Background: an optimization exercise with open tools, aiming at small area. Do not read the settings as production practice.
Function was checked by simulation only, so behaviour that the tests miss may differ from the original.
Power is estimated from default activity; no workload was simulated.

run A:
Design icache_tag_ctrl, start of the top module:
module icache_tag_ctrl (
    input  logic        clk,
    input  logic        rst_n,
    input  logic        req_vld,
    input  logic [23:0] req,
    output logic        req_rdy,
    output logic        res_vld,
    output logic [22:0] res
);
Size in the first run: ~2,900 cells after synthesis, roughly 52 I/O pins.
Settings: LEC_CHECK=0, CAP_MARGIN=20, CORE_MARGIN=2, CORE_UTILIZATION=40, PLACE_DENSITY=0.6, SLEW_MARGIN=20; clock period 5.5 ns.
run.sh (not shown) runs the stock make flow with config.mk's settings and CLKGATE_MAP_FILE= SYNTH_SCRIPT=/design/flow/synth_recipe.tcl, a recipe that flattens the netlist after the stock synthesis.
Run A has completed all stages; timing, DRC and antenna checks passed.
Input-level comparison between run B and run A:
- swapping 0.6 for 0.8 in PLACE_DENSITY
- swapping 40 for 70 in CORE_UTILIZATION
==> flow/flow/run.sh (new file) <==
#!/bin/bash
# The standard layout with two changes:
#  - ABC maps the logic for area (strash; dch -f; map -a) instead of ORFS's
#    delay-oriented script; the rest of synthesis is unchanged;
#  - clock tree synthesis uses small clock buffers in small clusters and no
#    dummy loads.
# Each tool's output goes to the ORFS logs under orfs/logs, and make's to
# standard_flow.log here.
set -euo pipefail
here=$(pwd)
rm -rf "$here/orfs_scripts"
cp -r "$FLOW_HOME/scripts" "$here/orfs_scripts"
cp "$here/flow/abc_area_map.script" "$here/orfs_scripts/abc_speed.script"
export SCRIPTS_DIR="$here/orfs_scripts"
export CTS_ARGS="-sink_clustering_enable -repair_clock_nets -dont_use_dummy_load -sink_clustering_size 14 -sink_clustering_max_diameter 50 -buf_list sky130_fd_sc_hd__clkbuf_8"
bash standard.sh finish > standard_flow.log 2>&1
==> flow/flow/abc_area_map.script (new file) <==
strash
dch -f
map -a
topo
==> flow/standard.sh (new file) <==
#!/bin/bash
# synth_recipe.tcl (not shown) runs the flow's synth.tcl, then flattens the netlist and writes it again
# the make line also repeats each setting of config.mk as NAME=value (left out here)
make -C /OpenROAD-flow-scripts/flow DESIGN_CONFIG=/design/flow/config.mk WORK_HOME=/design/flow/orfs CLKGATE_MAP_FILE= SYNTH_SCRIPT=/design/flow/synth_recipe.tcl "${@:-finish}"
removed: flow/run.sh
==> results.txt <==
Going from run A to run B, inverter count of the layout excluding clock inverters grows by 95. Run B vs. run A: final cell count without fillers went down by about 9%. The lower mux share of post-synthesis cell area came out of run B. Post-cts gate resize count: run B vs run A up 2. Run B reports its uppermost layer routed as met5 while run A reports met4. Run B ends up with lower share of cell area taken by multi-input logic gates than run A does. For wire length of the first global-routing pass, dividing the value from run A by the value from run B gives 1.08. Comparing run A and run B, the higher logic gate share of total power was measured on run B. Run B: power per standard cell area is about 6.6% lower than what run A reported. Die area | run B < run A. Run B ends up with lower delay of the slowest cell on the worst path than run A does. Between run B and run A, it is run B whose layout clock buffer count is lower, by 41%.
Relative to run B, the following input files were edited for run C:
-- flow/flow/run.sh --
<<< run B, line 15
export CTS_ARGS="-sink_clustering_enable -repair_clock_nets -dont_use_dummy_load -sink_clustering_size 14 -sink_clustering_max_diameter 50 -buf_list sky130_fd_sc_hd__clkbuf_8"
>>> run C, line 15
export CTS_ARGS="-sink_clustering_enable -repair_clock_nets -dont_use_dummy_load -sink_clustering_size 8 -sink_clustering_max_diameter 50 -buf_list sky130_fd_sc_hd__clkbuf_4"
Of run C and run B, it is run C that has the higher combinational group share of total power.
Taking run B as the reference, in run C hold slack went down by 0.24 ns; sequential cell fraction of total power went up by 0.7 points.
Clock network fraction of design power in run C vs run B: down 1.0 points
What run D does differently from run C at the input level:
- PLACE_DENSITY: 0.8 -> 0.7
- CORE_UTILIZATION: 70 -> 60
-- flow/flow/run.sh --
<<< run C, line 15
export CTS_ARGS="-sink_clustering_enable -repair_clock_nets -dont_use_dummy_load -sink_clustering_size 8 -sink_clustering_max_diameter 50 -buf_list sky130_fd_sc_hd__clkbuf_4"
>>> run D, line 15
export CTS_ARGS="-sink_clustering_enable -repair_clock_nets -dont_use_dummy_load -sink_clustering_size 14 -sink_clustering_max_diameter 50 -buf_list sky130_fd_sc_hd__clkbuf_8"
### Flow results
- Each of the runs, namely run C and run D, reached the end of the flow and came out clean.
- Run D vs run C, via count went down by about 2.8%.
- Run D against run C: total detailed-routing wirelength now larger, non-clock buffer count in the final layout higher, instance count of the mapped netlist shows no meaningful change.

==> separate check: timing with driven ports <==
No port has a modelled driver above. Below, the same layouts with a new extraction and two added sets of constraints. Step 1, drivers: a clkbuf_16 drives clk and a buf_2 each remaining input, both assumed. Step 2 also shifts input and output timing later by t, the mid clock arrival at the registers, as if the neighbouring blocks saw the same clock. a / b / c = no drivers / after step 1 / after step 2; a / b = the first two.
run	t (ns)	setup WS [ns]	hold WS [ns]	worst setup path after step 2	pins driven straight from the clock port
run A	0.826	0.232 / 0.232 / 0.232	0.326 / 0.293 / 0.326	register to register	1
run B	0.770	0.219 / 0.219 / 0.219	0.325 / 0.325 / 0.325	register to register	1
run C	1.041	0.152 / 0.152 / 0.152	0.088 / 0.060 / 0.326	register to register	1
run D	0.784	0.149 / 0.149 / 0.149	0.332 / 0.293 / 0.332	register to register	1
After both steps setup and hold are still met in every run listed.
